Source: an optimization exercise on an open RTL-to-GDS flow (aim: small area). Production flows keep margins and buffers that such runs may drop. The RTL was checked by simulation tests, not by an equivalence proof against the original design. The clock cells of runs 2 to 7 come from the design's own scripts or RTL, not from TritonCTS. No driver is modelled on the clock port, so clock power and skew are understated where the tree is cut down; a real chip needs a root buffer or a tree. Power and IR drop assume default switching activity.

==> design/flow/standard.sh <==
#!/bin/bash
# synth_recipe.tcl (not shown) runs the flow's synth.tcl, then flattens the netlist and writes it again
# the make line also repeats each setting of config.mk as NAME=value (left out here)
make -C /OpenROAD-flow-scripts/flow DESIGN_CONFIG=/design/flow/config.mk WORK_HOME=/design/flow/orfs CLKGATE_MAP_FILE= SYNTH_SCRIPT=/design/flow/synth_recipe.tcl "${@:-finish}"
==> design/flow/design.v <==
`default_nettype none
package ball_pkg;
	function automatic logic [18:0] wb_add18(input logic [17:0] a, input logic [17:0] b, input logic cin);
		logic c;
		c = cin;
		for (int i = 0; i < 18; i++) begin
			wb_add18[i] = a[i] ^ b[i] ^ c;
			c = (a[i] & b[i]) | (c & (a[i] ^ b[i]));
		end
		wb_add18[18] = c;
	endfunction
endpackage
`default_nettype wire
`timescale 1ns/10ps
`default_nettype none
module wb_axis #(
	parameter logic [17:0] START_RAW = 18'd0,
	parameter int          HIGH_EDGE = 0
) (
	input  logic        clk,
	input  logic        resetN,
	input  logic        pocket,
	input  logic        sof,
	input  logic        shot_valid,
	input  logic        slow_gift,
	input  logic        fast_gift,
	input  logic [12:0] shot,
	input  logic        dec,
	output logic [17:0] p_q,
	output logic [15:0] v_q
);
	logic [1:0]  blk_q;
	logic        s;
	logic        at_cushion, bounce;
	logic        stop_v;
	logic        fric;
	logic [15:0] r;
	logic [18:0] sum;
	logic [17:0] p_add;
	assign s = v_q[15];
	assign fric = sof & dec;
	assign at_cushion = ($signed(p_q) <= $signed(18'(30*64))) || ($signed(p_q) >= $signed(18'(HIGH_EDGE)));
	assign bounce = at_cushion && blk_q == 2'd0 && !pocket && !sof && !shot_valid && !slow_gift && !fast_gift;
	assign stop_v = (v_q[15:3] == 13'd0 && !(v_q[2] && v_q[1:0] != 2'd0)) || (v_q[15:2] == 14'h3fff);
	always_comb begin
		sum = ball_pkg::wb_add18({{2{s}}, v_q},
			{2'b00, {14{(fric & ~s) | bounce}}, (fric & s) | bounce, fric | bounce},
			!sof & slow_gift & s);
		r   = sum[15:0];
	end
	assign p_add = ball_pkg::wb_add18(p_q, {{2{s}}, v_q} & {18{sof}}, 1'b0);
	always_ff @(posedge clk or negedge resetN) begin
		if (!resetN) begin
			p_q   <= START_RAW;
			v_q   <= '0;
			blk_q <= '0;
		end else begin
			if (pocket) begin
				p_q <= START_RAW;
			end else begin
				p_q <= p_add[17:0];
			end
			if (pocket || (sof && stop_v)) begin
				v_q <= '0;
			end else if (!sof && shot_valid) begin
				v_q <= {{3{shot[12]}}, shot};
			end else if (!sof && slow_gift) begin
				v_q <= {r[15], r[15:1]};
			end else if (!sof && fast_gift) begin
				v_q <= {v_q[14:0], 1'b0};
			end else if (bounce) begin
				v_q <= ~r;
			end else begin
				v_q <= r;
			end
			if (bounce) blk_q <= 2'd1;
			else if (sof && blk_q != 2'd0) blk_q <= blk_q + 2'd1;
		end
	end
endmodule
module white_ball_motion (
	input  logic                     clk,
	input  logic                     resetN,
	input  logic                     start_of_frame,
	input  logic                     hit,
	input  logic                     can_cont,
	input  logic [11-1:0] cursor_x,
	input  logic [11-1:0] cursor_y,
	input  logic [4-1:0] power,
	input  logic                     pocket,
	input  logic                     fast_gift,
	input  logic                     slow_gift,
	output logic signed [12-1:0] pos_x,
	output logic signed [12-1:0] pos_y,
	output logic signed [16-1:0] speed_x,
	output logic signed [16-1:0] speed_y,
	output logic                     moving
);
	logic [17:0] px, py;
	logic [15:0] vx, vy;
	logic        req_level_q, req_q, shot_valid_q;
	logic        req_d;
	logic [12:0] xr_q, dy_q;    
	logic [3:0]  pow_q;
	logic [18:0] dx_s, dy_s;
	logic [12:0] m_d;
	logic [3:0]  m_p;
	logic [12:0] row0, row1, row2, row3;
	logic [18:0] acc1, acc2, acc3;
	logic [12:0] prod;
	logic        ovf, pos_ovf, neg_ovf;
	logic [12:0] m_sat;
	assign req_d = hit & can_cont & ~req_level_q;
	assign dx_s = ball_pkg::wb_add18({{6{px[17]}}, px[17:6]}, {7'h7f, ~cursor_x}, 1'b1);
	assign dy_s = ball_pkg::wb_add18({{6{py[17]}}, py[17:6]}, {7'h7f, ~cursor_y}, 1'b1);
	assign m_d = shot_valid_q ? dy_q : xr_q;
	assign m_p = pow_q;
	assign row0 = m_d & {13{m_p[0]}};
	assign row1 = {m_d[11:0], 1'b0} & {13{m_p[1]}};
	assign row2 = {m_d[10:0], 2'b0} & {13{m_p[2]}};
	assign row3 = {m_d[9:0], 3'b0} & {13{m_p[3]}};
	assign acc1 = ball_pkg::wb_add18({5'd0, row0}, {5'd0, row1}, 1'b0);
	assign acc2 = ball_pkg::wb_add18({5'd0, acc1[12:0]}, {5'd0, row2}, 1'b0);
	assign acc3 = ball_pkg::wb_add18({5'd0, acc2[12:0]}, {5'd0, row3}, 1'b0);
	assign prod = acc3[12:0];
	assign ovf = (m_p[1] && m_d[12] != m_d[11]) ||
	             (m_p[2] && m_d[12:10] != {3{m_d[12]}}) ||
	             (m_p[3] && m_d[12:9] != {4{m_d[12]}}) ||
	             (row0[12] == row1[12] && acc1[12] != row0[12]) ||
	             (acc1[12] == row2[12] && acc2[12] != acc1[12]) ||
	             (acc2[12] == row3[12] && acc3[12] != acc2[12]);
	assign pos_ovf = !m_d[12] && ovf;
	assign neg_ovf = m_d[12] && (ovf || prod == 13'h1000);
	assign m_sat   = pos_ovf ? 13'h0fff : neg_ovf ? 13'h1001 : prod;
	always_ff @(posedge clk or negedge resetN) begin
		if (!resetN) begin
			req_level_q  <= 1'b0;
			req_q        <= 1'b0;
			shot_valid_q <= 1'b0;
		end else begin
			req_level_q  <= hit & can_cont;
			req_q        <= req_d;
			shot_valid_q <= req_q;
		end
	end
	always_ff @(posedge clk) begin
		xr_q <= req_q ? m_sat : dx_s[12:0];
		if (req_d) begin
			dy_q  <= dy_s[12:0];
			pow_q <= power;
		end
	end
	logic        sx, sy;
	logic [14:0] ax, ay;
	logic [18:0] dif;
	logic        d_neg, d_zero, d_m1, d_p1;
	logic        dec_x, dec_y, dec_x_q, dec_y_q;
	assign sx = vx[15];
	assign sy = vy[15];
	assign ax = vx[14:0] ^ {15{sx}};
	assign ay = vy[14:0] ^ {15{sy}};
	assign dif = ball_pkg::wb_add18({3'b000, ax}, {3'b111, ~ay}, 1'b1);
	assign d_neg  = dif[15];
	assign d_zero = dif[15:0] == 16'd0;
	assign d_m1   = dif[15:0] == 16'hffff;
	assign d_p1   = dif[15:0] == 16'd1;
	always_comb begin
		case ({sx, sy})
			2'b10: begin
				dec_x = !d_neg || d_m1;
				dec_y = d_neg;
			end
			2'b01: begin
				dec_x = !d_neg && !d_zero;
				dec_y = d_neg || d_zero || d_p1;
			end
			default: begin
				dec_x = !d_neg;
				dec_y = d_neg || d_zero;
			end
		endcase
	end
	wb_axis #(
		.START_RAW (18'(280 * 64)),
		.HIGH_EDGE ((639 - 62) * 64)
	) u_x (
		.clk (clk), .resetN (resetN), .pocket (pocket), .sof (start_of_frame),
		.shot_valid (shot_valid_q), .slow_gift (slow_gift), .fast_gift (fast_gift),
		.shot (xr_q), .dec (dec_x_q), .p_q (px), .v_q (vx)
	);
	wb_axis #(
		.START_RAW (18'(185 * 64)),
		.HIGH_EDGE ((479 - 62) * 64)
	) u_y (
		.clk (clk), .resetN (resetN), .pocket (pocket), .sof (start_of_frame),
		.shot_valid (shot_valid_q), .slow_gift (slow_gift), .fast_gift (fast_gift),
		.shot (m_sat), .dec (dec_y_q), .p_q (py), .v_q (vy)
	);
	always_ff @(posedge clk or negedge resetN) begin
		if (!resetN) begin
			speed_x <= '0;
			speed_y <= '0;
			dec_x_q <= 1'b1;
			dec_y_q <= 1'b1;
		end else begin
			speed_x <= vx;
			speed_y <= vy;
			dec_x_q <= dec_x;
			dec_y_q <= dec_y;
		end
	end
	assign pos_x  = px[17:6];
	assign pos_y  = py[17:6];
	assign moving = |{speed_x, speed_y};
endmodule
`default_nettype wire
==> design/flow/constraint.sdc <==
create_clock -name core_clock -period 10.0 [get_ports {clk}]
set_input_delay 2.0000 -clock core_clock [delete_from_list [all_inputs] [get_ports {clk}]]
set_output_delay 2.0000 -clock core_clock [all_outputs]
set_load 0.01 [all_outputs]
==> design/flow/config.mk <==
export PLATFORM = sky130hd
export DESIGN_NAME = white_ball_motion
export DESIGN_NICKNAME = white_ball_motion
export VERILOG_FILES = /design/flow/design.v
export SDC_FILE = /design/flow/constraint.sdc
export NUM_CORES = 4
export LEC_CHECK = 0
export CAP_MARGIN = 20
export CORE_MARGIN = 2
export CORE_UTILIZATION = 40
export CTS_BUF_LIST = sky130_fd_sc_hd__clkbuf_4 sky130_fd_sc_hd__clkbuf_8
export SLEW_MARGIN = 20
==> design/flow/flow/run.sh <==
#!/bin/bash
# Own layout flow: the standard ORFS flow with
#  - no ABC pass inside yosys synth before the adder extraction, and an
#    area-oriented ABC script for the combinational mapping (registers
#    are untouched: same synthesis script, same flops and names),
#  - the smallest buffer for the port buffers,
#  - small clock buffers and no CTS dummy loads.
set -euo pipefail
here=$(pwd)
rm -rf "$here/abc_scripts"
cp -r "$FLOW_HOME/scripts" "$here/abc_scripts"
cp "$here/flow/abc_area.script" "$here/abc_scripts/abc_area.script"
bash standard.sh SCRIPTS_DIR="$here/abc_scripts" ABC_AREA=1 SYNTH_ARGS=-noabc synth > "$here/synth.log" 2>&1
bash standard.sh \
  'BUFFER_PORTS_ARGS=-buffer_cell sky130_fd_sc_hd__buf_1' \
  'CTS_ARGS=-sink_clustering_enable -repair_clock_nets -buf_list {sky130_fd_sc_hd__clkbuf_4 sky130_fd_sc_hd__clkbuf_8} -dont_use_dummy_load' \
  finish > "$here/layout.log" 2>&1
==> design/flow/flow/abc_area.script <==
strash
&get -n
&deepsyn -T 60
&put
dch -f
amap
topo
==> results.txt, run 1 <==
Pint = 0.00173 W
Placer Congestion = 0.878
Clk pwr share = 0.103
Worst setup EP type = flip-flop
Yosys top cell area share = 0.262
FFs w/ async S/R, synth = 0.784
RSZ-0062 raised after global routing = false
max-slew violations = 0
ANT nets after route = 0
CTS root buf = clkbuf_8
DR iter-0 viols = 592
count leader, synth = nor2_1
routed wire length on met3 = 2.23 mm
clock skew = 0.0289 ns
fmax = 0.105 GHz
switching share of power = 0.476
WL met1 = 11.2 mm
worst min-delay path category = flip-flop to flip-flop
I/O Pins = 91
# rows = 56
cts bufs inserted = 17
per-cell routed wire length = 19.4 um
Rel. slew slack = 0.245
Max Root-Sink Buffers = 2
maximum VDD drop = 0.112 mV
final hold vios = 0
CTS H-Tree Depth = 4
Comb pwr share = 0.576
Syn Nets = 1088
initial antenna violation count = 0
Hold-fix buffers, CTS = 0
WP data required = 10.36 ns
power density cells = 315 mW/mm^2
routed wire length = 26.0 mm
Area contributors post-synth = dfrtp_1, fa_1, nor2_1, edfxtp_1, clkinv_1
startpoint types = primary input
Mapped Area = 0.00947 mm^2
Commonest cells post-synth = nor2_1, fa_1, clkinv_1
Least-Margin Pin Slew = 1.12 ns
later-pin clock latency in the skew report = 0.46 ns
largest net degree at the start of global routing = 61
first-pass GRT wire length = 41.0 mm
Netlist cell types = 43
Initial Util = 0.406
Post-Synthesis Cells = 911
residual DRC count = 0
DR vias/cell = 5.55
# diodes = 0
final core occ = 0.449
vias in the first global route = 7289
ys flop type = dfrtp_1
Critical Path Fanout Max = 2
DIE HEIGHT = 158 um
EDFF count, synth = 17
largest area contributor in the netlist = dfrtp_1
Clock Sinks = 139
worst reg2reg path depth = 28
Reg power frac = 0.321
core area = 0.0233 mm^2
Vias = 7430
WL met2 = 12.1 mm
grt total ovfl = 0
post-synthesis register bit count = 139
WP data arrival = 9.87 ns
Crit Path Class = primary input to flip-flop
clock slew at reported path FFs = 0.06 ns
Max Used Layer = met4
flop2flop setup slack = 0.71 ns
register area share after synthesis = 0.371
syn avg cell area = 10.4 um^2
share of post-route cells with drive strength above 1 = 0.0618
leakage power total = 4.29 nW
total track usage = 0.221
Final setup viols = 0
max-cap viol count = 0
IO buf count = 90
Final nets = 1198
Final Critical Period = 9.51 ns
drt pass-1 iters = 5
area grow syn2layout = 10.7%
DIE AREA = 0.0249 mm^2
CTS tree = yes
hold path depth = 1
yosys warns = 3
NetSw = 0.00157 W
worst slack on hold paths = 0.476 ns
part of the cycle the worst path needs = 0.951
Die Wd = 158 um
status = complete, no violations
DP HPWL = 20.5 mm
flip-flops by register name, indices dropped and copies added (netlist names):
register,count
u_x.p_q,18
u_y.p_q,18
speed_x,16
speed_y,16
u_x.v_q,16
u_y.v_q,16
dy_q,13
xr_q,13
pow_q,4
u_x.blk_q,2
u_y.blk_q,2
dec_x_q,1
dec_y_q,1
req_level_q,1
req_q,1
shot_valid_q,1
cell families (layout without fill, tap and decap cells):
| kind of cell | count (synthesis) | in the layout | share of synthesized area |
|---|---|---|---|
| buf+inv | 143 | 251 | 0.0662 |
| fa+ha+maj | 143 | 143 | 0.287 |
| simple gates | 277 | 277 | 0.139 |
| compound gates | 209 | 209 | 0.137 |
| flops | 139 | 139 | 0.371 |
routing by layer:
layer | up-vias | GRT usage
met1 | 3710 | 0.305
met2 | 325 | 0.349
met5 | - | 0
met3 | 36 | 0.0597
li1 | 3359 | -
met4 | 0 | 0.0532
through the flow:
| stage | TNS (ns) | cells | total power (W) | setup slack [ns] | cell area (um^2) |
|---|---|---|---|---|---|
| after floorplan | 0 | 911 | 0.00235 | 0.0192 | 9470 |
| after global placement | -0.0803 | 1321 | 0.00291 | -0.0803 | 10200 |
| after detailed placement | -0.220 | 1321 | 0.00295 | -0.206 | 10200 |
| after CTS | 0 | 1338 | 0.00331 | 0.251 | 10500 |
| after global routing | 0 | 1338 | 0.00362 | 0.0596 | 10500 |
| final | 0 | 1338 | 0.00330 | 0.487 | 10500 |
area by class of cell:
cell class                      instances  area, um^2
Inverter                              119         452
Tap cell                              319         399
Sequential cell                       139        3510
Timing Repair Buffer                  115         532
Clock buffer                           17         234
Multi-Input combinational cell        629        5350
Fill cell                            2304       12900
path summary, 6_finish.rpt:
check | start | end
min | u_y.blk_q[0]$_DFFE_PN0P_ | u_y.blk_q[0]$_DFFE_PN0P_
max in group asynchronous | resetN | u_y.v_q[10]$_DFF_PN0_
max reg2reg | u_y.p_q[6]$_DFF_PN1_ | u_y.v_q[15]$_DFF_PN0_
min reg2reg | u_y.blk_q[0]$_DFFE_PN0P_ | u_y.blk_q[0]$_DFFE_PN0P_
max | slow_gift | u_x.v_q[14]$_DFF_PN0_
min in group asynchronous | resetN | u_x.p_q[8]$_DFF_PN0_
power by group through the flow:
stage / logic [W] / clock network (W) / registers [W]
final: 0.00190 / 0.000339 / 0.00106
after global routing: 0.00216 / 0.000373 / 0.00108
after CTS: 0.00190 / 0.000349 / 0.00105
after detailed placement: 0.00189 / 0 / 0.00106
after global placement: 0.00185 / 0 / 0.00106
after floorplan: 0.00136 / 0 / 0.000994
timing repair:
item | CTS | global route
resized for setup | 0 | 4
setup buffers | 0 | 0
setup endpoints to repair | 0 | 1
cell usage in the layout (no fill, tap or decap), drive strengths merged, types with 15 or more instances in the layout:
cell / instances
buf: 112
nand4: 15
ha: 20
o221ai: 23
dfrtp: 99
o22ai: 56
nand2: 22
clkinv: 118
nor2: 144
clkbuf: 20
nor4: 19
a21oi: 38
edfxtp: 17
fa: 123
nor2b: 32
o21ai: 63
critical path, stage by stage:
cell and delay, ns:
buf_1 0.17, nor3_1 0.09, nand3_1 0.12, nor3b_2 0.07, a21oi_2 0.14, inv_2 0.07
fa_1 0.46, fa_1 0.44, fa_1 0.43, fa_1 0.42, fa_1 0.43, fa_1 0.42
fa_1 0.43, fa_1 0.42, fa_1 0.42, fa_1 0.42, fa_1 0.42, fa_1 0.42
fa_1 0.42, fa_1 0.43, fa_1 0.42, o21ai_1 0.18, or2_0 0.13, o2111ai_1 0.09
o211ai_1 0.16, nor2_1 0.08, a41oi_1 0.17
==> run 2, diff against run 1 <==
--- a/design/flow/flow/run.sh
+++ b/design/flow/flow/run.sh
@@ -6,3 +6,4 @@
 #  - the smallest buffer for the port buffers,
-#  - small clock buffers and no CTS dummy loads.
+#  - a small hand-built clock tree (flow/mytree.tcl): one root buffer and
+#    eight leaf buffers, balanced by construction.
 set -euo pipefail
@@ -15,3 +16,3 @@
   'BUFFER_PORTS_ARGS=-buffer_cell sky130_fd_sc_hd__buf_1' \
-  'CTS_ARGS=-sink_clustering_enable -repair_clock_nets -buf_list {sky130_fd_sc_hd__clkbuf_4 sky130_fd_sc_hd__clkbuf_8} -dont_use_dummy_load' \
+  "PRE_CTS_TCL=$here/flow/mytree.tcl" \
   finish > "$here/layout.log" 2>&1
==> design/flow/flow/mytree.tcl (new file) <==
# Used as PRE_CTS_TCL by run.sh.
# Manual clock tree: one root buffer driving 2^WB_CLK_LEVELS leaf buffers,
# each leaf driving the flops of one region (median splits, x then y).
proc wb_build_clock_tree {wb_levels wb_leaf wb_root} {
  set block [ord::get_db_block]
  set db [ord::get_db]
  set clknet [[$block findBTerm clk] getNet]
  set sinks {}
  foreach it [$clknet getITerms] {
    set inst [$it getInst]
    set loc [$inst getLocation]
    lappend sinks [list $it [lindex $loc 0] [lindex $loc 1]]
  }
  set n [llength $sinks]
  # split at the median, alternating x and y, WB_CLK_LEVELS times
  set groups [list $sinks]
  for {set l 0} {$l < $wb_levels} {incr l} {
    set idx [expr {$l % 2 == 0 ? 1 : 2}]
    set next {}
    foreach g $groups {
      set s [lsort -integer -index $idx $g]
      set h [expr {[llength $s] / 2}]
      lappend next [lrange $s 0 [expr {$h - 1}]] [lrange $s $h end]
    }
    set groups $next
  }
  set leafm [$db findMaster $wb_leaf]
  set rootm [$db findMaster $wb_root]
  set root [odb::dbInst_create $block $rootm "wb_clk_root"]
  set rootnet [odb::dbNet_create $block "wb_clk_root_net"]
  $rootnet setSigType CLOCK
  [$root findITerm A] connect $clknet
  [$root findITerm X] connect $rootnet
  set sx 0; set sy 0
  set i 0
  foreach g $groups {
    set leaf [odb::dbInst_create $block $leafm "wb_clk_leaf_$i"]
    set net [odb::dbNet_create $block "wb_clk_leaf_net_$i"]
    $net setSigType CLOCK
    [$leaf findITerm A] connect $rootnet
    [$leaf findITerm X] connect $net
    set gx 0; set gy 0
    foreach s $g {
      set it [lindex $s 0]
      $it disconnect
      $it connect $net
      incr gx [lindex $s 1]; incr gy [lindex $s 2]
    }
    set gx [expr {$gx / [llength $g]}]; set gy [expr {$gy / [llength $g]}]
    $leaf setLocation $gx $gy
    $leaf setPlacementStatus PLACED
    incr sx $gx; incr sy $gy
    incr i
  }
  $root setLocation [expr {$sx / $i}] [expr {$sy / $i}]
  $root setPlacementStatus PLACED
  puts "wb clock tree: $n sinks, $i leaves"
}

# upsize each leaf buffer whose output slew, estimated from the placement,
# is above max_slew (ns)
proc wb_upsize_slow_leaves {big max_slew} {
  set db [ord::get_db]
  set block [ord::get_db_block]
  set bigm [$db findMaster $big]
  set_propagated_clock [all_clocks]
  estimate_parasitics -placement
  foreach inst [$block getInsts] {
    if {![string match "wb_clk_leaf_*" [$inst getName]]} { continue }
    set s [get_property [get_pins [$inst getName]/X] slew_max_rise]
    if {$s > $max_slew} {
      $inst swapMaster $bigm
      puts "wb clock tree: [$inst getName] slew $s, upsized to $big"
    }
  }
}
wb_build_clock_tree 3 sky130_fd_sc_hd__clkbuf_8 sky130_fd_sc_hd__clkbuf_8
wb_upsize_slow_leaves sky130_fd_sc_hd__clkbuf_16 0.112

# the tree is built: the flow's clock_tree_synthesis call only marks the
# clock as propagated, as clock_tree_synthesis itself does
rename clock_tree_synthesis wb_unused_clock_tree_synthesis
proc clock_tree_synthesis {args} {
  set_propagated_clock [all_clocks]
}
==> run 2 against run 1 <==
Compared with the run above:
- still clean
- sequential cell count is the same
- clock skew down 0.0018 ns
- setup slack improved by 0.029 ns
- core utilization down 0.23 points
- global-route usage down 0.76 points
- worst hold slack is essentially flat
- maximum frequency is 0.30% higher
- synthesized cell count is the same
- combinational power is essentially flat
- largest power group unchanged
- highest routed layer unchanged
==> results.txt, run 2 <==
flop2flop setup slack = 0.68 ns (-0.03 ns)
status = complete, no violations
most frequent cells in the layout = nor2_1, fa_1, clkinv_1
Yosys top cell area share = 0.262 (unchanged)
# diodes = 0 (unchanged)
Least-Margin Pin Slew = 1.14 ns (+0.0243 ns)
routed wire length = 26.0 mm (+0.17%)
DIE HEIGHT = 158 um (unchanged)
Place WS = -0.206 ns (unchanged)
# placed instances = 1321 (unchanged)
final hold vios = 0 (unchanged)
register area share after synthesis = 0.371 (unchanged)
Mapped Area = 0.00947 mm^2 (unchanged)
core area = 0.0233 mm^2 (unchanged)
post-synthesis mux area share = 0 (unchanged)
share of post-route cells with drive strength above 1 = 0.0544 (-0.00742)
total track usage = 0.214 (-0.00759)
area grow syn2layout = 10.1%
Largest regs = u_x.p_q: 18 flops, u_y.p_q: 18 flops
Synth Area in XOR/XNOR = 0 (unchanged)
ANT nets after route = 0 (unchanged)
Vias = 7410 (-0.27%)
Die Wd = 158 um (unchanged)
Critical Path Fanout Max = 2 (unchanged)
Placer Congestion = 0.878 (unchanged)
DR iter-0 viols = 538 (-9.1%)
area share of and/or/nand/nor cells after synthesis = 0.139 (unchanged)
maximum VDD drop = 0.122 mV (+8.9%)
fmax = 0.105 GHz (+0.30%)
largest area contributor in the netlist = dfrtp_1
worst reg2reg path depth = 28 (unchanged)
clock slew at reported path FFs = 0.11 ns (+0.05 ns)
RR Endpoint = u_y.v_q[15]$_DFF_PN0_
Netlist cell types = 43 (unchanged)
residual DRC count = 0 (unchanged)
hold_sp = xr_q[10]$_DFF_P_
IO buf count = 90 (unchanged)
WP data required = 10.39 ns (+0.03 ns)
hold path depth = 2 (+1)
worst slack on hold paths = 0.476 ns (+0.000128 ns)
largest family of logic cells by synthesized area = adder cells
drt pass-1 iters = 6 (+1)
max-slew violations = 0 (unchanged)
DR vias/cell = 5.57 (+0.33%)
most common cell after layout, fill and taps aside = nor2_1
Final Critical Period = 9.48 ns (-0.0286 ns)
Fill cells = 2309 (+0.22%)
r2r startpoint = u_y.p_q[6]$_DFF_PN1_
RSZ-0062 raised after global routing = false
Final setup viols = 0 (unchanged)
# rows = 56 (unchanged)
Post-Synthesis Cells = 911 (unchanged)
worst hold endpoint = u_x.v_q[10]$_DFF_PN0_
Synth Area in Adders = 0.287 (unchanged)
startpoint types = primary input
Synth Area in Compound Gates = 0.137 (unchanged)
power density cells = 314 mW/mm^2 (-0.25%)
yosys warns = 3 (unchanged)
initial antenna violation count = 0 (unchanged)
Crit Path Class = primary input to flip-flop
Area contributors post-synth = dfrtp_1, fa_1, nor2_1, edfxtp_1, clkinv_1
final instance count without filler cells = 1330 (-0.60%)
DIE AREA = 0.0249 mm^2 (unchanged)
Final nets = 1190 (-0.67%)
syn avg cell area = 10.4 um^2 (unchanged)
I/O Pins = 91 (unchanged)
max-cap viol count = 0 (unchanged)
per-cell routed wire length = 19.6 um (+0.78%)
Commonest cells post-synth = nor2_1, fa_1, clkinv_1
part of the cycle the worst path needs = 0.948 (-0.00286)
Syn Nets = 1088 (unchanged)
count leader, synth = nor2_1
Final WS setup = 0.516 ns (+0.0286 ns)
post-route cell area = 0.0104 mm^2 (-0.51%)
FFs w/ async S/R, synth = 0.784 (unchanged)
first-pass GRT wire length = 41.0 mm (about the same)
WP data arrival = 9.87 ns (about the same)
Worst setup EP type = flip-flop
vias in the first global route = 7195 (-1.3%)
EDFF count, synth = 17 (unchanged)
Initial Util = 0.406 (unchanged)
placed cell areas = 0.0102 mm^2 (unchanged)
ys flop type = dfrtp_1
clock skew = 0.0270 ns (-0.00184 ns)
grt total ovfl = 0 (unchanged)
later-pin clock latency in the skew report = 0.47 ns (about the same)
largest net degree at the start of global routing = 61 (unchanged)
leakage power total = 4.26 nW (-0.74%)
post-synthesis register bit count = 139 (unchanged)
DP HPWL = 20.5 mm (unchanged)
worst min-delay path category = flip-flop to flip-flop
Rel. slew slack = 0.229 (-0.0164)
==> run 2: kinds of logic after synthesis <==
logic type,Yosys count
buffers and inverters,143
adder cells (fa/ha/maj),143
flip-flops,139
AND/OR/NAND/NOR,277
AO/OA/AOI/OAI,209
==> run 2: worst max-delay path by stage <==
stage	from	end	cells past startpoint
after detailed placement	start_of_frame	u_x.v_q[14]$_DFF_PN0_	27
final	slow_gift	u_x.v_q[14]$_DFF_PN0_	27
after floorplan	start_of_frame	u_x.v_q[14]$_DFF_PN0_	26
after CTS	start_of_frame	u_x.v_q[14]$_DFF_PN0_	27
after global routing	slow_gift	u_x.v_q[14]$_DFF_PN0_	27
after global placement	start_of_frame	u_x.v_q[14]$_DFF_PN0_	27
==> run 2: what timing repair did <==
action	in CTS	in global routing
gates resized for setup	0	4
hold buffers	0	0
setup buffers	0	0
setup endpoints to repair	0	1
==> run 2: cell type report <==
type | instances | area (um^2) | area share
Sequential cell | 139 | 3510 | 0.337
Buffer | 9 | 180 | 0.0173
Multi-Input combinational cell | 629 | 5350 | 0.513
Tap cell | 319 | 399 | 0.0383
Inverter | 119 | 452 | 0.0433
Timing Repair Buffer | 115 | 532 | 0.0510
==> run 2: per-stage QoR <==
stage,util,setup TNS [ns],total power (W)
floorplan,-,0,0.00235
global placement,0.439,-0.0803,0.00291
detailed placement,0.439,-0.220,0.00295
global route,0.447,0,0.00358
CTS,0.447,0,0.00327
finish,0.447,0,0.00327
==> run 2: worst max-delay path, stage by stage <==
cell	delay, ns
buf_1	0.18
nor3_1	0.08
nand3_1	0.12
nor3b_2	0.07
a21oi_2	0.14
inv_2	0.07
fa_1	0.46
fa_1	0.45
fa_1	0.43
fa_1	0.42
fa_1	0.43
fa_1	0.42
fa_1	0.43
fa_1	0.42
fa_1	0.42
fa_1	0.42
fa_1	0.42
fa_1	0.42
fa_1	0.42
fa_1	0.43
fa_1	0.42
o21ai_1	0.18
or2_0	0.13
o2111ai_1	0.09
o211ai_1	0.16
nor2_1	0.07
a41oi_1	0.17
==> run 2: layer usage <==
metal / wire length [um] / track usage / vias to the layer above
met5: 0 / 0 / -
met4: 444 / 0.0316 / 0
met3: 2250 / 0.0348 / 33
met2: 12200 / 0.351 / 308
met1: 11200 / 0.306 / 3729
li1: - / - / 3340
==> run 2: power breakdown <==
part           switching [W]  internal (W)  total [W]
Clock               0.000186      0.000124   0.000311
Sequential          0.000265      0.000792    0.00106
Combinational        0.00112      0.000785    0.00190
Total                0.00157       0.00170    0.00327
==> run 3, diff against run 2 <==
--- a/design/flow/config.mk
+++ b/design/flow/config.mk
@@ -7,3 +7,3 @@
 export LEC_CHECK = 0
-export CAP_MARGIN = 20
+export CAP_MARGIN = 0
 export CORE_MARGIN = 2
@@ -11,2 +11,2 @@
 export CTS_BUF_LIST = sky130_fd_sc_hd__clkbuf_4 sky130_fd_sc_hd__clkbuf_8
-export SLEW_MARGIN = 20
+export SLEW_MARGIN = 0
==> run 3 against run 2 <==
Compared with the run above:
- design area unchanged
- combinational power is essentially flat
- area after synthesis did not move
- wire length unchanged
- setup slack did not move
- register-to-register slack is essentially flat
- clock power hardly changed
- power did not move
- synthesized cell count stayed put
- critical path type unchanged
- largest cell class unchanged
==> results.txt, run 3 <==
maximum VDD drop = 0.122 mV (unchanged)
final core occ = 0.447 (unchanged)
yosys warns = 3 (unchanged)
most common cell after layout, fill and taps aside = nor2_1
routed wire length = 26.0 mm (unchanged)
vias in the first global route = 7195 (unchanged)
first-pass GRT wire length = 41.0 mm (unchanged)
largest area contributor in the netlist = dfrtp_1
largest net degree at the start of global routing = 61 (unchanged)
Hold-fix buffers, CTS = 0 (unchanged)
DR iter-0 viols = 538 (unchanged)
Yosys top cell area share = 0.262 (unchanged)
Area contributors post-synth = dfrtp_1, fa_1, nor2_1, edfxtp_1, clkinv_1
total track usage = 0.214 (unchanged)
grt total ovfl = 0 (unchanged)
Mapped Area = 0.00947 mm^2 (unchanged)
ANT nets after route = 0 (unchanged)
Initial Util = 0.406 (unchanged)
residual DRC count = 0 (unchanged)
max-slew violations = 0 (unchanged)
Final Critical Period = 9.48 ns (unchanged)
Die Wd = 158 um (unchanged)
count leader, synth = nor2_1
Crit Path Class = primary input to flip-flop
most frequent cells in the layout = nor2_1, fa_1, clkinv_1
Worst setup EP type = flip-flop
Placer Congestion = 0.878 (unchanged)
I/O Pins = 91 (unchanged)
clock skew = 0.0270 ns (unchanged)
later-pin clock latency in the skew report = 0.47 ns (about the same)
IO buf count = 90 (unchanged)
area grow syn2layout = 10.1% (unchanged)
Max stage delay on crit path = 0.46 ns (about the same)
Top delay family on crit path = adder cells
Syn Nets = 1088 (unchanged)
Commonest cells post-synth = nor2_1, fa_1, clkinv_1
register area share after synthesis = 0.371 (unchanged)
worst min-delay path category = flip-flop to flip-flop
clock slew at reported path FFs = 0.11 ns (about the same)
FFs w/ async S/R, synth = 0.784 (unchanged)
core area = 0.0233 mm^2 (unchanged)
Buf/Inv on CP = 2 (unchanged)
final hold vios = 0 (unchanged)
DP HPWL = 20.5 mm (unchanged)
# diodes = 0 (unchanged)
initial antenna violation count = 0 (unchanged)
DIE HEIGHT = 158 um (unchanged)
syn avg cell area = 10.4 um^2 (unchanged)
CP max-delay cell = fa_1
Largest regs = u_x.p_q: 18 flops, u_y.p_q: 18 flops
Netlist cell types = 43 (unchanged)
final total power = 0.00327 W (unchanged)
Rel. slew slack = 0.229 (unchanged)
leakage power total = 4.26 nW (unchanged)
WP data arrival = 9.87 ns (about the same)
Post-Synthesis Cells = 911 (unchanged)
Fin Setup TNS = 0 ns (unchanged)
startpoint types = primary input
DIE AREA = 0.0249 mm^2 (unchanged)
part of the cycle the worst path needs = 0.948 (unchanged)
drt pass-1 iters = 6 (unchanged)
EDFF count, synth = 17 (unchanged)
Final nets = 1190 (unchanged)
# rows = 56 (unchanged)
status = complete, no violations
WP data required = 10.39 ns (about the same)
share of post-route cells with drive strength above 1 = 0.0544 (unchanged)
Least-Margin Pin Slew = 1.14 ns (unchanged)
per-cell routed wire length = 19.6 um (unchanged)
Post-CTS Setup Bufs = 0 (unchanged)
fmax = 0.105 GHz (unchanged)
power density cells = 314 mW/mm^2 (unchanged)
RSZ-0062 raised after global routing = false
ys flop type = dfrtp_1
Critical Path Most Common Cell = fa_1
Vias = 7410 (unchanged)
post-synthesis register bit count = 139 (unchanged)
Critical Path Fanout Max = 2 (unchanged)
DR vias/cell = 5.57 (unchanged)
Final setup viols = 0 (unchanged)
max-cap viol count = 0 (unchanged)
## run 3: cells by family (layout without fill, tap and decap cells)
logic type / Yosys count / after routing / share of synthesized area
buf+inv: 143 / 243 / 0.0662
fa+ha+maj: 143 / 143 / 0.287
compound gates: 209 / 209 / 0.137
simple gates: 277 / 277 / 0.139
flops: 139 / 139 / 0.371
## run 3: report_power, final
part	switching [W]	leakage [nW]	total [W]	internal, W
Clock	0.000186	0.0904	0.000311	0.000124
Sequential	0.000265	1.68	0.00106	0.000792
Combinational	0.00112	2.49	0.00190	0.000785
## run 3: timing repair
action	CTS	global route
endpoints found under the hold margin	0	0
setup endpoints to repair	0	1
gates resized for setup	0	4
## run 3: final timing paths
path	from	end	slack [ns]	cells after the start
worst max-delay path	slow_gift	u_x.v_q[14]$_DFF_PN0_	0.52	27
worst min-delay path	xr_q[10]$_DFF_P_	u_x.v_q[10]$_DFF_PN0_	0.48	2
worst max register to register	u_y.p_q[6]$_DFF_PN1_	u_y.v_q[15]$_DFF_PN0_	0.68	28
worst min register to register	xr_q[10]$_DFF_P_	u_x.v_q[10]$_DFF_PN0_	0.48	2
max in group asynchronous	resetN	u_y.p_q[8]$_DFF_PN0_	7.09	2
min in group asynchronous	resetN	u_x.p_q[8]$_DFF_PN0_	1.61	1
## run 3: final cells by class
cell class / count / area (um^2)
Buffer: 9 / 180
Fill cell: 2309 / 12900
Inverter: 119 / 452
Multi-Input combinational cell: 629 / 5350
Sequential cell: 139 / 3510
Tap cell: 319 / 399
Timing Repair Buffer: 115 / 532
## run 3: worst reg2reg max path: cells and delay by family, from the launching register on
family / cells / cell delay (ns)
adder cells (fa/ha/maj): 15 / 6.40
AO/OA/AOI/OAI: 6 / 1.12
AND/OR/NAND/NOR: 6 / 0.96
flip-flops: 1 / 0.61
buffers and inverters: 1 / 0.08
## run 3: metal layers
layer	GRT usage	part of all wire	wire length, um
met1	0.306	0.43	11200
met2	0.351	0.47	12200
met3	0.0348	0.086	2250
met4	0.0316	0.017	444
met5	0	0	0
## run 3: stage by stage
| step | area (um^2) | instances | setup slack [ns] | hold slack [ns] |
|---|---|---|---|---|
| global placement | 10200 | 1321 | -0.0803 | 0.459 |
| floorplan | 9470 | 911 | 0.0192 | 0.419 |
| detailed placement | 10200 | 1321 | -0.206 | 0.468 |
| finish | 10400 | 1330 | 0.516 | 0.476 |
| global route | 10400 | 1330 | 0.0790 | 0.486 |
| CTS | 10400 | 1330 | 0.275 | 0.478 |
==> run 4, diff against run 3 <==
--- a/design/flow/design.v
+++ b/design/flow/design.v
@@ -50,2 +50,11 @@
 	end
+	logic sel_r, sel_nr, sel_h, sel_f, sel_s;
+	logic [15:0] v_next;
+	assign sel_s  = !pocket && !sof && shot_valid;
+	assign sel_h  = !pocket && !sof && !shot_valid && slow_gift;
+	assign sel_f  = !pocket && !sof && !shot_valid && !slow_gift && fast_gift;
+	assign sel_nr = bounce;
+	assign sel_r  = !pocket && (sof ? !stop_v : (!shot_valid && !slow_gift && !fast_gift && !bounce));
+	assign v_next = ({16{sel_r}} & r) | ({16{sel_nr}} & ~r) | ({16{sel_h}} & {r[15], r[15:1]}) |
+	                ({16{sel_f}} & {v_q[14:0], 1'b0}) | ({16{sel_s}} & {{3{shot[12]}}, shot});
 	assign p_add = ball_pkg::wb_add18(p_q, {{2{s}}, v_q} & {18{sof}}, 1'b0);
@@ -62,15 +71,3 @@
 			end
-			if (pocket || (sof && stop_v)) begin
-				v_q <= '0;
-			end else if (!sof && shot_valid) begin
-				v_q <= {{3{shot[12]}}, shot};
-			end else if (!sof && slow_gift) begin
-				v_q <= {r[15], r[15:1]};
-			end else if (!sof && fast_gift) begin
-				v_q <= {v_q[14:0], 1'b0};
-			end else if (bounce) begin
-				v_q <= ~r;
-			end else begin
-				v_q <= r;
-			end
+			v_q <= v_next;
 			if (bounce) blk_q <= 2'd1;
@@ -133,3 +130,3 @@
 	assign neg_ovf = m_d[12] && (ovf || prod == 13'h1000);
-	assign m_sat   = pos_ovf ? 13'h0fff : neg_ovf ? 13'h1001 : prod;
+	assign m_sat   = (pos_ovf || neg_ovf) ? {neg_ovf, {11{pos_ovf}}, 1'b1} : prod;
 	always_ff @(posedge clk or negedge resetN) begin
--- a/design/flow/config.mk
+++ b/design/flow/config.mk
@@ -11,2 +11,3 @@
 export CTS_BUF_LIST = sky130_fd_sc_hd__clkbuf_4 sky130_fd_sc_hd__clkbuf_8
+export GPL_TIMING_DRIVEN = 0
 export SLEW_MARGIN = 0
==> run 4 against run 3 <==
Compared with the run above:
- wire length decreased by 1.7%
- register-to-register slack gained 0.17 ns
- sequential power hardly changed
- clock power fell by 12%
- critical endpoint is now u_y.v_q[13]$_DFF_PN0_
==> results.txt, run 4 <==
status = complete, no violations
flop2flop setup slack = 0.85 ns (+0.17 ns)
share of post-route cells with drive strength above 1 = 0.0729 (+0.0185)
Comb pwr share = 0.587 (+0.005)
Mapped Area = 0.00920 mm^2 (-2.8%)
worst slack on hold paths = 0.484 ns (+0.00774 ns)
fmax = 0.103 GHz (-2.6%)
post-synthesis register bit count = 139 (unchanged)
switching share of power = 0.479 (-0.000681)
register area share after synthesis = 0.382 (+0.0107)
Syn Nets = 1024 (-5.9%)
Vias = 7076 (-4.5%)
drt pass-1 iters = 7 (+1)
Yosys top cell area share = 0.269 (+0.00755)
first-pass GRT wire length = 40.1 mm (-2.2%)
Reg power frac = 0.327 (+0.004)
Fill cells = 2158 (-6.5%)
Netlist cell types = 40 (-7.0%)
initial antenna violation count = 0 (unchanged)
syn avg cell area = 10.9 um^2 (+4.5%)
Pint = 0.00168 W (-1.6%)
NetSw = 0.00154 W (-1.8%)
clock skew = 0.0262 ns (-0.000879 ns)
Synth Area in Compound Gates = 0.129 (-0.00761)
later-pin clock latency in the skew report = 0.44 ns (-0.03 ns)
RR Endpoint = u_y.v_q[6]$_DFF_PN0_
Critical Path Sink = u_y.v_q[13]$_DFF_PN0_
most common cell after layout, fill and taps aside = fa_1
Final Critical Period = 9.74 ns (+0.257 ns)
largest net degree at the start of global routing = 40 (-34%)
clock slew at reported path FFs = 0.10 ns (about the same)
DIE HEIGHT = 156 um (-1.4%)
worst min-delay path category = flip-flop to flip-flop
DIE AREA = 0.0242 mm^2 (-2.7%)
Largest regs = u_x.p_q: 18 flops, u_y.p_q: 18 flops
per-cell routed wire length = 20.5 um (+5.0%)
max-slew violations = 0 (unchanged)
EDFF count, synth = 17 (unchanged)
Crit Path Class = primary input to flip-flop
r2r startpoint = shot_valid_q$_DFF_PN0_
Initial Util = 0.406 (+0.000682)
most frequent cells in the layout = fa_1, clkinv_1, nor2_1
WP data arrival = 10.01 ns (+0.14 ns)
WP data required = 10.27 ns (-0.12 ns)
Area contributors post-synth = dfrtp_1, fa_1, edfxtp_1, clkinv_1, nor2_1
count leader, synth = fa_1
maximum VDD drop = 0.128 mV (+5.0%)
Critical Path Most Common Cell = fa_1
DR iter-0 viols = 748 (+39%)
final core occ = 0.454 (+0.00752)
startpoint types = primary input
Worst setup EP type = flip-flop
FFs w/ async S/R, synth = 0.784 (unchanged)
Max stage delay on crit path = 0.50 ns (+0.04 ns)
# diodes = 0 (unchanged)
Clk pwr share = 0.086 (-0.009)
area share of and/or/nand/nor cells after synthesis = 0.126 (-0.0133)
power density cells = 313 mW/mm^2 (-0.37%)
Hold-fix buffers, CTS = 0 (unchanged)
DP HPWL = 20.6 mm (+0.52%)
total track usage = 0.216 (+0.00189)
# rows = 55 (-1.8%)
CP max-delay cell = fa_1
leakage power total = 4.26 nW (about the same)
final hold vios = 0 (unchanged)
max-cap viol count = 0 (unchanged)
IO buf count = 90 (unchanged)
post-route cell area = 0.0103 mm^2 (-1.3%)
DR vias/cell = 5.68 (+2.0%)
Synth Area in XOR/XNOR = 0 (unchanged)
Critical Path Fanout Max = 9 (+7)
yosys warns = 3 (unchanged)
largest area contributor in the netlist = dfrtp_1
worst reg2reg path depth = 25 (-11%)
placed cell areas = 0.0100 mm^2 (-2.3%)
Rel. slew slack = 0.275 (+0.0461)
Least-Margin Pin Slew = 1.08 ns (-0.0656 ns)
Post-Synthesis Cells = 847 (-7.0%)
Die Wd = 156 um (-1.4%)
post-synthesis mux area share = 0 (unchanged)
CP Launch Point = start_of_frame
Synth Area in Adders = 0.295 (+0.00826)
vias in the first global route = 6830 (-5.1%)
Commonest cells post-synth = fa_1, clkinv_1, nor2_1
routed wire length = 25.6 mm (-1.7%)
I/O Pins = 91 (unchanged)
Final setup viols = 0 (unchanged)
ANT nets after route = 0 (unchanged)
grt total ovfl = 0 (unchanged)
core area = 0.0226 mm^2 (-3.0%)
Final nets = 1139 (-4.3%)
area grow syn2layout = 11.8%
largest family of logic cells by synthesized area = adder cells
part of the cycle the worst path needs = 0.974 (+0.0257)
Placer Congestion = 0.950 (+8.2%)
ys flop type = dfrtp_1
residual DRC count = 0 (unchanged)
==> run 4: cell families after synthesis <==
logic type	Yosys count
and+or+nand+nor	248
AOI/OAI and AO/OA	174
buffers and inverters	143
adders and majority gates	143
DFF	139
==> run 4: stage by stage <==
| stage | power [W] | setup TNS, ns | setup WS (ns) | cells |
|---|---|---|---|---|
| 3_3_place_gp | 0.00288 | -12.70 | -1.71 | 1222 |
| 4_1_cts | 0.00321 | 0 | 0.0377 | 1237 |
| 5_1_grt | 0.00353 | -0.0160 | -0.0160 | 1245 |
| 2_1_floorplan | 0.00232 | 0 | 0.271 | 847 |
| 6_report | 0.00322 | 0 | 0.259 | 1245 |
| 3_5_place_dp | 0.00292 | -6.12 | -1.10 | 1228 |
==> run 4: worst min-delay path by stage <==
stage / from / endpoint / slack, ns / cells past startpoint
after floorplan: u_y.v_q[4]$_DFF_PN0_ / speed_y[4]$_DFF_PN0_ / 0.42 / 0
after global placement: u_x.blk_q[0]$_DFFE_PN0P_ / u_x.blk_q[0]$_DFFE_PN0P_ / 0.46 / 1
after detailed placement: u_y.blk_q[0]$_DFFE_PN0P_ / u_y.blk_q[0]$_DFFE_PN0P_ / 0.47 / 1
after CTS: u_y.blk_q[0]$_DFFE_PN0P_ / u_y.blk_q[0]$_DFFE_PN0P_ / 0.49 / 1
after global routing: u_x.blk_q[0]$_DFFE_PN0P_ / u_x.blk_q[0]$_DFFE_PN0P_ / 0.51 / 1
final: u_x.blk_q[0]$_DFFE_PN0P_ / u_x.blk_q[0]$_DFFE_PN0P_ / 0.48 / 1
==> run 4: cell type report <==
| cell class | count | area, um^2 | share of cell area |
|---|---|---|---|
| Multi-Input combinational cell | 565 | 5100 | 0.496 |
| Sequential cell | 139 | 3510 | 0.341 |
| Timing Repair Buffer | 104 | 533 | 0.0518 |
| Inverter | 119 | 457 | 0.0444 |
| Tap cell | 285 | 357 | 0.0347 |
| Buffer | 33 | 327 | 0.0318 |
==> run 4: power by group through the flow <==
| stage | sequential, W | combinational (W) | clock, W |
|---|---|---|---|
| floorplan | 0.000964 | 0.00135 | 0 |
| global placement | 0.00106 | 0.00182 | 0 |
| detailed placement | 0.00106 | 0.00185 | 0 |
| CTS | 0.00105 | 0.00187 | 0.000283 |
| global route | 0.00108 | 0.00215 | 0.000303 |
| finish | 0.00105 | 0.00189 | 0.000275 |
==> run 4: repair_timing <==
item | CTS | global route
gates cloned | 0 | 0
gates resized for setup | 6 | 14
setup buffers | 0 | 8
hold endpoints to repair | 0 | 0
pin swaps | 0 | 5
endpoints found under the setup margin | 6 | 5
==> run 4: layer usage <==
metal	share of wire	global-route usage	up-vias
met2	0.44	0.323	320
met4	0.040	0.0721	0
met5	0	0	-
met1	0.45	0.330	3535
met3	0.069	0.0211	42
li1	-	-	3179
==> run 4: worst max-delay path: cells and delay by family <==
family | cells | cell delay (ns)
compound gates | 3 | 0.69
fa+ha+maj | 15 | 6.43
buf+inv | 3 | 0.41
simple gates | 4 | 0.47
==> run 5, diff against run 4 <==
--- a/design/flow/flow/run.sh
+++ b/design/flow/flow/run.sh
@@ -17,2 +17,3 @@
   "PRE_CTS_TCL=$here/flow/mytree.tcl" \
+  GPL_KEEP_OVERFLOW=0 \
   finish > "$here/layout.log" 2>&1
--- a/design/flow/config.mk
+++ b/design/flow/config.mk
@@ -7,3 +7,3 @@
 export LEC_CHECK = 0
-export CAP_MARGIN = 0
+export CAP_MARGIN = 20
 export CORE_MARGIN = 2
@@ -11,3 +11,2 @@
 export CTS_BUF_LIST = sky130_fd_sc_hd__clkbuf_4 sky130_fd_sc_hd__clkbuf_8
-export GPL_TIMING_DRIVEN = 0
-export SLEW_MARGIN = 0
+export SLEW_MARGIN = 20
==> run 5 against run 4 <==
Compared with the run above:
- still clean
- sequential power hardly changed
- area after synthesis stayed put
- die area stayed put
- maximum frequency is 1.4% higher
- power hardly changed
- sequential share of layout area is 0.77 points higher
- register-to-register slack worse by 0.16 ns
- sequential cell count stayed put
- design area is 2.2% lower
- core utilization is 1.0 points lower
- clock power is 9.1% higher
- critical path type unchanged
- largest power group unchanged
==> results.txt, run 5 <==
Multi-input gate area = 0.00509 mm^2 (-0.17%)
worst min-delay path category = flip-flop to flip-flop
Seq. cell area = 0.00351 mm^2 (unchanged)
grt total ovfl = 0 (unchanged)
most common cell after layout, fill and taps aside = fa_1
area grow syn2layout = 9.33%
clock skew = 0.0280 ns (+0.00183 ns)
# diodes = 0 (unchanged)
DR vias/cell = 5.79 (+1.9%)
I/O Pins = 91 (unchanged)
most frequent cells in the layout = fa_1, clkinv_1, nor2_1
max-slew violations = 0 (unchanged)
Mapped Area = 0.00920 mm^2 (unchanged)
Least-Margin Pin Slew = 0.950 ns (-0.127 ns)
count leader, synth = fa_1
initial antenna violation count = 0 (unchanged)
post-route cell area = 0.0101 mm^2 (-2.2%)
IO buf count = 90 (unchanged)
Final setup viols = 0 (unchanged)
largest area contributor in the netlist = dfrtp_1
Syn Nets = 1024 (unchanged)
RSZ-0062 raised after global routing = false
total track usage = 0.222 (+0.00580)
share of post-route cells with drive strength above 1 = 0.0429 (-0.0300)
per-cell routed wire length = 21.8 um (+6.2%)
max-cap viol count = 0 (unchanged)
status = complete, no violations
Place WS = -0.968 ns (+0.134 ns)
post-synthesis register bit count = 139 (unchanged)
Yosys top cell area share = 0.269 (unchanged)
DR iter-0 viols = 733 (-2.0%)
DP HPWL = 21.3 mm (+3.3%)
Post-Synthesis Cells = 847 (unchanged)
clock slew at reported path FFs = 0.09 ns (about the same)
later-pin clock latency in the skew report = 0.45 ns (about the same)
Fill cells = 2128 (-1.4%)
Final nets = 1111 (-2.5%)
startpoint types = primary input
# rows = 55 (unchanged)
routed wire length = 26.6 mm (+3.8%)
Die Wd = 156 um (unchanged)
WP data required = 10.33 ns (+0.06 ns)
yosys warns = 3 (unchanged)
Critical Path Fanout Max = 38 (+29)
DIE HEIGHT = 156 um (unchanged)
CP max-delay cell = fa_1
Final WS setup = 0.393 ns (+0.134 ns)
fmax = 0.104 GHz (+1.4%)
ANT nets after route = 0 (unchanged)
final core occ = 0.444 (-0.0100)
register area share after synthesis = 0.382 (unchanged)
Rel. slew slack = 0.360 (+0.0855)
placed cell areas = 0.00983 mm^2 (-1.8%)
Largest regs = u_x.p_q: 18 flops, u_y.p_q: 18 flops
power density cells = 320 mW/mm^2 (+2.3%)
Netlist cell types = 40 (unchanged)
residual DRC count = 0 (unchanged)
part of the cycle the worst path needs = 0.961 (-0.0134)
Hold-fix buffers, CTS = 0 (unchanged)
Initial Util = 0.406 (unchanged)
vias in the first global route = 6868 (+0.56%)
final hold vios = 0 (unchanged)
WP data arrival = 9.94 ns (-0.07 ns)
first-pass GRT wire length = 41.0 mm (+2.3%)
Worst setup EP type = flip-flop
drt pass-1 iters = 7 (unchanged)
Final Critical Period = 9.61 ns (-0.134 ns)
Placer Congestion = 0.919 (-3.2%)
largest net degree at the start of global routing = 39 (-2.5%)
Crit Path Class = primary input to flip-flop
leakage power total = 4.12 nW (-3.2%)
Commonest cells post-synth = fa_1, clkinv_1, nor2_1
Critical Path Most Common Cell = fa_1
ys flop type = dfrtp_1
syn avg cell area = 10.9 um^2 (unchanged)
core area = 0.0226 mm^2 (unchanged)
Vias = 7050 (-0.37%)
maximum VDD drop = 0.111 mV (-14%)
Max stage delay on crit path = 0.44 ns (-0.06 ns)
FFs w/ async S/R, synth = 0.784 (unchanged)
DIE AREA = 0.0242 mm^2 (unchanged)
Area contributors post-synth = dfrtp_1, fa_1, edfxtp_1, clkinv_1, nor2_1
EDFF count, synth = 17 (unchanged)
==> run 5: power breakdown <==
group          internal, W  switching [W]  total [W]
clock network     0.000116       0.000184   0.000300
logic             0.000758        0.00110    0.00186
registers         0.000780       0.000279    0.00106
==> run 5: critical path, delay by kind of cell <==
kind | cells | cell delay (ns)
adders and majority gates | 15 | 6.40
AOI/OAI and AO/OA | 5 | 0.59
and+or+nand+nor | 6 | 0.55
buffers and inverters | 3 | 0.35
==> run 5: final cells by class <==
cell class                 count  share of cell area
tap                          285              0.0355
timing repair buffer         100              0.0476
buffer                         9              0.0168
inverter                     119              0.0448
sequential                   139               0.349
multi-input combinational    565               0.506
==> run 5: worst paths after layout <==
kind / slack [ns] / endpoint / cells after the start / startpoint
worst max register to register: 0.69 / u_y.v_q[0]$_DFF_PN0_ / 25 / shot_valid_q$_DFF_PN0_
worst min register to register: 0.47 / u_x.blk_q[0]$_DFFE_PN0P_ / 1 / u_x.blk_q[0]$_DFFE_PN0P_
min in group asynchronous: 1.59 / u_y.p_q[4]$_DFF_PN0_ / 1 / resetN
worst max-delay path: 0.39 / u_y.v_q[15]$_DFF_PN0_ / 29 / pocket
max in group asynchronous: 7.57 / u_x.v_q[2]$_DFF_PN0_ / 3 / resetN
worst min-delay path: 0.47 / u_x.blk_q[0]$_DFFE_PN0P_ / 1 / u_x.blk_q[0]$_DFFE_PN0P_
==> run 5: layer usage <==
metal	vias to the layer above	share of wire	global-route usage
li1	3104	-	-
met1	3536	0.43	0.335
met2	379	0.46	0.347
met3	31	0.091	0.0356
met4	0	0.019	0.0319
met5	-	0	0
==> run 5: kinds of logic (layout without fill, tap and decap cells) <==
| kind of cell | count (synthesis) | after routing | synth area share |
|---|---|---|---|
| compound gates | 174 | 174 | 0.129 |
| simple gates | 248 | 248 | 0.126 |
| flops | 139 | 139 | 0.382 |
| buf+inv | 143 | 228 | 0.0681 |
| fa+ha+maj | 143 | 143 | 0.295 |
==> run 5: metrics by stage <==
step | TNS [ns] | total power, W | instances | hold slack [ns]
final | 0 | 0.00322 | 1217 | 0.474
after global routing | 0 | 0.00352 | 1217 | 0.486
after CTS | 0 | 0.00322 | 1214 | 0.474
after detailed placement | -5.15 | 0.00290 | 1205 | 0.463
after global placement | -11.28 | 0.00288 | 1198 | 0.462
after floorplan | 0 | 0.00232 | 847 | 0.419
==> run 5: repair_timing <==
action	4_1_cts	5_1_grt
setup buffers	0	3
gates cloned	0	0
resized for setup	4	10
endpoints found under the setup margin	6	5
==> run 6, diff against run 5 <==
--- a/design/flow/flow/run.sh
+++ b/design/flow/flow/run.sh
@@ -17,3 +17,2 @@
   "PRE_CTS_TCL=$here/flow/mytree.tcl" \
-  GPL_KEEP_OVERFLOW=0 \
   finish > "$here/layout.log" 2>&1
==> run 6 against run 5 <==
Compared with the run above:
- first-iteration DRC count down 7.5%
- clock power down 4%
- global-route usage up 0.31 points
- worst hold slack better by 0.012 ns
- power down 0.22%
- area after synthesis unchanged
- wire length up 0.35%
- sequential power about the same
- sequential cell count unchanged
- sequential share of layout area about the same
- combinational power about the same
- critical path type unchanged
- largest power group unchanged
==> results.txt, run 6 <==
FFs w/ async S/R, synth = 0.784 (unchanged)
I/O Pins = 91 (unchanged)
share of post-route cells with drive strength above 1 = 0.0467 (+0.00374)
per-cell routed wire length = 21.7 um (-0.63%)
WP data arrival = 9.92 ns (-0.02 ns)
routed wire length = 26.7 mm (+0.35%)
IO buf count = 90 (unchanged)
Syn Nets = 1024 (unchanged)
flop2flop setup slack = 0.92 ns (+0.23 ns)
total track usage = 0.225 (+0.00307)
register area share after synthesis = 0.382 (unchanged)
max-slew violations = 0 (unchanged)
Fill cells = 2187 (+2.8%)
Final nets = 1122 (+0.99%)
most common cell after layout, fill and taps aside = fa_1
Least-Margin Pin Slew = 1.09 ns (+0.142 ns)
initial antenna violation count = 1 (+1)
Fin Setup TNS = 0 ns (unchanged)
post-synthesis register bit count = 139 (unchanged)
# placed instances = 1219 (+1.2%)
DIE AREA = 0.0242 mm^2 (unchanged)
r2r startpoint = shot_valid_q$_DFF_PN0_
WP data required = 10.30 ns (-0.03 ns)
Comb pwr share = 0.583 (+0.006)
hold_sp = u_y.blk_q[0]$_DFFE_PN0P_
later-pin clock latency in the skew report = 0.45 ns (about the same)
Critical Path Most Common Cell = fa_1
worst hold endpoint = u_y.blk_q[0]$_DFFE_PN0P_
DR iter-0 viols = 678 (-7.5%)
Clk pwr share = 0.090 (-0.003)
worst reg2reg path depth = 26 (+4.0%)
drt pass-1 iters = 6 (-1)
Area contributors post-synth = dfrtp_1, fa_1, edfxtp_1, clkinv_1, nor2_1
core area = 0.0226 mm^2 (unchanged)
Crit Path Class = primary input to flip-flop
Post-Synthesis Cells = 847 (unchanged)
Die Wd = 156 um (unchanged)
max-cap viol count = 0 (unchanged)
Commonest cells post-synth = fa_1, clkinv_1, nor2_1
Max stage delay on crit path = 0.58 ns (+0.14 ns)
power density cells = 320 mW/mm^2 (about the same)
final core occ = 0.444 (-0.000608)
Yosys top cell area share = 0.269 (unchanged)
Mapped Area = 0.00920 mm^2 (unchanged)
status = complete, no violations
Reg power frac = 0.327 (-0.002)
Rel. slew slack = 0.272 (-0.0885)
hold path depth = 1 (unchanged)
RR Endpoint = u_y.v_q[0]$_DFF_PN0_
Netlist cell types = 40 (unchanged)
ANT nets after route = 0 (unchanged)
startpoint types = primary input
worst min-delay path category = flip-flop to flip-flop
DIE HEIGHT = 156 um (unchanged)
part of the cycle the worst path needs = 0.962 (about the same)
NetSw = 0.00156 W (-0.44%)
leakage power total = 4.15 nW (+0.65%)
Pint = 0.00165 W (unchanged)
CP max-delay cell = fa_1
yosys warns = 3 (unchanged)
switching share of power = 0.485 (-0.00111)
Initial Util = 0.406 (unchanged)
Critical Path Fanout Max = 3 (-92%)
DP HPWL = 21.3 mm (-0.23%)
ys flop type = dfrtp_1
fmax = 0.104 GHz (about the same)
DR vias/cell = 5.68 (-1.9%)
final instance count without filler cells = 1229 (+0.99%)
syn avg cell area = 10.9 um^2 (unchanged)
final hold vios = 0 (unchanged)
vias in the first global route = 6941 (+1.1%)
residual DRC count = 0 (unchanged)
Placer Congestion = 0.977 (+6.3%)
EDFF count, synth = 17 (unchanged)
largest net degree at the start of global routing = 71 (+82%)
RSZ-0062 raised after global routing = false
Worst setup EP type = flip-flop
# rows = 55 (unchanged)
clock skew = 0.0251 ns (-0.00289 ns)
clock slew at reported path FFs = 0.09 ns (about the same)
largest area contributor in the netlist = dfrtp_1
Final Critical Period = 9.62 ns (+0.00862 ns)
count leader, synth = fa_1
most frequent cells in the layout = fa_1, clkinv_1, nor2_1
Vias = 6981 (-0.98%)
Post-CTS Setup Bufs = 0 (unchanged)
grt total ovfl = 0 (unchanged)
Largest regs = u_x.p_q: 18 flops, u_y.p_q: 18 flops
first-pass GRT wire length = 41.5 mm (+1.2%)
area grow syn2layout = 9.18%
maximum VDD drop = 0.129 mV (+17%)
Final setup viols = 0 (unchanged)
## run 6: cell counts after synthesis
Identical to the previous run, type by type.
## run 6: layer usage
metal	share of wire	global-route usage	up-vias
met5	0	0	-
met4	0.027	0.0507	0
met3	0.082	0.0358	36
met2	0.44	0.339	341
met1	0.45	0.342	3468
li1	-	-	3136
## run 6: cell type report
cell class	instances	area, um^2	share of cell area
buffer	9	158	0.0157
inverter	119	447	0.0445
antenna	1	2.50	0.000249
multi-input combinational	565	5070	0.505
timing repair buffer	111	500	0.0498
sequential	139	3510	0.350
tap	285	357	0.0355
## run 6: what timing repair did
item                                    4_1_cts  5_1_grt
endpoints found under the setup margin        0        2
gates resized for setup                       0        2
hold buffers                                  0        0
## run 6: critical path: cells and delay by family
kind	cells	cell delay, ns
compound gates	4	0.57
fa+ha+maj	15	6.63
simple gates	4	0.36
buf+inv	3	0.38
## run 6: power groups by stage
stage	clock (W)	sequential (W)	combinational, W
final	0.000289	0.00105	0.00187
after global routing	0.000315	0.00107	0.00215
after CTS	0.000296	0.00105	0.00187
after detailed placement	0	0.00106	0.00186
after global placement	0	0.00106	0.00183
after floorplan	0	0.000964	0.00135
## run 6: logic make-up after synthesis
group | Yosys count | synth area share
AND/OR/NAND/NOR | 248 | 0.126
AO/OA/AOI/OAI | 174 | 0.129
flip-flops | 139 | 0.382
buffers and inverters | 143 | 0.0681
adder cells (fa/ha/maj) | 143 | 0.295
## run 6: how the worst max path moves through the flow
stage,to,startpoint,depth (start not counted),slack (ns)
finish,u_y.v_q[14]$_DFF_PN0_,start_of_frame,26,0.38
global route,u_y.v_q[15]$_DFF_PN0_,start_of_frame,29,0.007
CTS,u_y.v_q[15]$_DFF_PN0_,pocket,28,0.47
detailed placement,u_y.v_q[15]$_DFF_PN0_,pocket,28,0.04
global placement,u_y.v_q[15]$_DFF_PN0_,pocket,28,0.1
floorplan,u_x.v_q[15]$_DFF_PN0_,slow_gift,23,0.27
## run 6: per-stage QoR
stage	hold slack, ns	setup slack, ns	cell area (um^2)	total power (W)
finish	0.487	0.384	10000	0.00321
global route	0.509	0.00689	10000	0.00353
CTS	0.484	0.468	10000	0.00321
detailed placement	0.471	0.0385	9880	0.00292
global placement	0.459	0.0967	9880	0.00289
floorplan	0.419	0.271	9200	0.00232
==> run 7, diff against run 6 <==
--- a/design/flow/design.v
+++ b/design/flow/design.v
@@ -149,32 +149,13 @@
 	end
-	logic        sx, sy;
-	logic [14:0] ax, ay;
-	logic [18:0] dif;
-	logic        d_neg, d_zero, d_m1, d_p1;
+	logic        sx, same;
+	logic [18:0] t;
+	logic        t_neg, t_zero;
 	logic        dec_x, dec_y, dec_x_q, dec_y_q;
-	assign sx = vx[15];
-	assign sy = vy[15];
-	assign ax = vx[14:0] ^ {15{sx}};
-	assign ay = vy[14:0] ^ {15{sy}};
-	assign dif = ball_pkg::wb_add18({3'b000, ax}, {3'b111, ~ay}, 1'b1);
-	assign d_neg  = dif[15];
-	assign d_zero = dif[15:0] == 16'd0;
-	assign d_m1   = dif[15:0] == 16'hffff;
-	assign d_p1   = dif[15:0] == 16'd1;
-	always_comb begin
-		case ({sx, sy})
-			2'b10: begin
-				dec_x = !d_neg || d_m1;
-				dec_y = d_neg;
-			end
-			2'b01: begin
-				dec_x = !d_neg && !d_zero;
-				dec_y = d_neg || d_zero || d_p1;
-			end
-			default: begin
-				dec_x = !d_neg;
-				dec_y = d_neg || d_zero;
-			end
-		endcase
-	end
+	assign sx     = vx[15];
+	assign same   = vx[15] ~^ vy[15];
+	assign t      = ball_pkg::wb_add18({3'b000, vx[14:0]}, {3'b000, vy[14:0] ^ {15{same}}}, same);
+	assign t_neg  = !t[15];
+	assign t_zero = t[15] && t[14:0] == 15'd0;
+	assign dec_x  = sx ? (t_neg || t_zero) : !t_neg;
+	assign dec_y  = sx ? !t_neg : (t_neg || t_zero);
 	wb_axis #(
==> run 7 against run 6 <==
Compared with the run above:
- still clean on timing, DRC and antenna
- core utilization decreased by 0.25 points
- sequential cell count stayed put
- maximum frequency is 0.30% lower
- power down 7.9%
- sequential power barely moved
- design area is 1.5% lower
- via count fell by 5.2%
- first-iteration DRC count down 3.5%
- die area fell by 1.6%
==> results.txt, run 7 <==
status = complete, no violations
Rel. slew slack = 0.251 (-0.0204)
vias in the first global route = 6647 (-4.2%)
ANT nets after route = 0 (unchanged)
GR Util met2 = 0.329 (-0.0104)
Final setup viols = 0 (unchanged)
Vias = 6615 (-5.2%)
grt total ovfl = 0 (unchanged)
DR iter-0 viols = 654 (-3.5%)
first-pass GRT wire length = 38.4 mm (-7.5%)
placed cell areas = 0.00975 mm^2 (-1.3%)
IO buf count = 90 (unchanged)
Hold-fix buffers, CTS = 0 (unchanged)
Critical Path Fanout Max = 2 (-1)
core area = 0.0224 mm^2 (-0.91%)
Area contributors post-synth = fa_1, dfrtp_1, edfxtp_1, clkinv_1, nor2_1
switching share of power = 0.479 (-0.00564)
RSZ-0062 raised after global routing = false
GR Layer Usage met3 = 0.0356 (-0.000249)
leakage power total = 4.11 nW (-1.0%)
Placer Congestion = 0.905 (-7.4%)
hold_sp = u_y.blk_q[0]$_DFFE_PN0P_
WP data required = 10.32 ns (+0.02 ns)
worst hold endpoint = u_y.blk_q[0]$_DFFE_PN0P_
startpoint types = primary input
DIE HEIGHT = 154 um (-0.79%)
Least-Margin Pin Slew = 1.12 ns (+0.0318 ns)
Yosys top cell area share = 0.274 (+0.00494)
Mapped Area = 0.00905 mm^2 (-1.6%)
Post-Synthesis Cells = 813 (-4.0%)
total track usage = 0.205 (-0.0193)
yosys warns = 3 (unchanged)
largest area contributor in the netlist = fa_1
share of post-route cells with drive strength above 1 = 0.0516 (+0.00499)
worst min-delay path category = flip-flop to flip-flop
final core occ = 0.441 (-0.00250)
routed wire length = 23.7 mm (-11%)
Syn Nets = 986 (-3.7%)
Clk pwr share = 0.094 (+0.004)
EDFF count, synth = 17 (unchanged)
Die Wd = 154 um (-0.79%)
post-CTS sizing = 0 (unchanged)
DR vias/cell = 5.54 (-2.5%)
Final Critical Period = 9.64 ns (+0.0285 ns)
clock slew at reported path FFs = 0.11 ns (+0.02 ns)
register area share after synthesis = 0.388 (+0.00622)
worst slack on hold paths = 0.487 ns (+0.000519 ns)
Pint = 0.00154 W (-6.8%)
post-synthesis register bit count = 139 (unchanged)
hold path depth = 1 (unchanged)
area grow syn2layout = 9.33%
CP max-delay cell = fa_1
max-slew violations = 0 (unchanged)
part of the cycle the worst path needs = 0.964 (+0.00285)
count leader, synth = clkinv_1
Post-CTS Setup Bufs = 0 (unchanged)
r2r startpoint = u_y.p_q[9]$_DFF_PN1_
Top delay family on crit path = adder cells
clock skew = 0.0245 ns (-0.000617 ns)
Critical Path Most Common Cell = fa_1
GRT busiest layer = met2
drt pass-1 iters = 5 (-1)
residual DRC count = 0 (unchanged)
met1 Use GR = 0.301 (-0.0418)
later-pin clock latency in the skew report = 0.45 ns (about the same)
final hold vios = 0 (unchanged)
maximum VDD drop = 0.116 mV (-10%)
Netlist cell types = 39 (-2.5%)
Largest regs = u_x.p_q: 18 flops, u_y.p_q: 18 flops
Max stage delay on crit path = 0.44 ns (-0.14 ns)
ys flop type = dfrtp_1
-- run 7: stage by stage --
| stage | cells | total power, W | setup TNS [ns] |
|---|---|---|---|
| floorplan | 813 | 0.00215 | 0 |
| global placement | 1186 | 0.00266 | -0.0134 |
| detailed placement | 1186 | 0.00269 | -0.206 |
| CTS | 1195 | 0.00297 | 0 |
| global route | 1195 | 0.00327 | 0 |
| finish | 1195 | 0.00296 | 0 |
-- run 7: logic make-up (layout without fill, tap and decap cells) --
group	count (synthesis)	in the layout	synth area share
AOI/OAI and AO/OA	151	151	0.121
adders and majority gates	139	139	0.295
buffers and inverters	150	247	0.0721
DFF	139	139	0.388
and+or+nand+nor	234	234	0.124
-- run 7: power groups by stage --
stage / registers, W / logic, W / clock network, W
5_1_grt: 0.00105 / 0.00190 / 0.000308
3_5_place_dp: 0.00104 / 0.00165 / 0
3_3_place_gp: 0.00104 / 0.00162 / 0
4_1_cts: 0.00103 / 0.00166 / 0.000286
6_report: 0.00103 / 0.00165 / 0.000279
2_1_floorplan: 0.000956 / 0.00119 / 0
-- run 7: worst max path at each step --
stage | start | cells past startpoint | to
after floorplan | start_of_frame | 25 | u_y.v_q[14]$_DFF_PN0_
after global routing | start_of_frame | 27 | u_y.v_q[15]$_DFF_PN0_
after global placement | start_of_frame | 26 | u_y.v_q[14]$_DFF_PN0_
after detailed placement | start_of_frame | 26 | u_y.v_q[14]$_DFF_PN0_
after CTS | start_of_frame | 26 | u_y.v_q[14]$_DFF_PN0_
final | start_of_frame | 26 | u_y.v_q[14]$_DFF_PN0_
-- run 7: area by class of cell --
class	count	area (um^2)
Fill cell	2170	12500
Multi-Input combinational cell	524	4900
Sequential cell	139	3510
Timing Repair Buffer	112	508
Inverter	126	479
Tap cell	285	357
Buffer	9	146
-- run 7: per-layer routing --
metal	routed length, um	share of wire
met5	0	0
met4	401	0.017
met3	1970	0.083
met2	10900	0.46
met1	10500	0.44

Setup slack of run 7, layout unchanged: 0.355 ns with ideal ports, 0.371 ns with driving cells assumed (clock clkbuf_16, inputs buf_2), -0.101 ns with port delays also shifted by the 0.472 ns mid clock arrival.
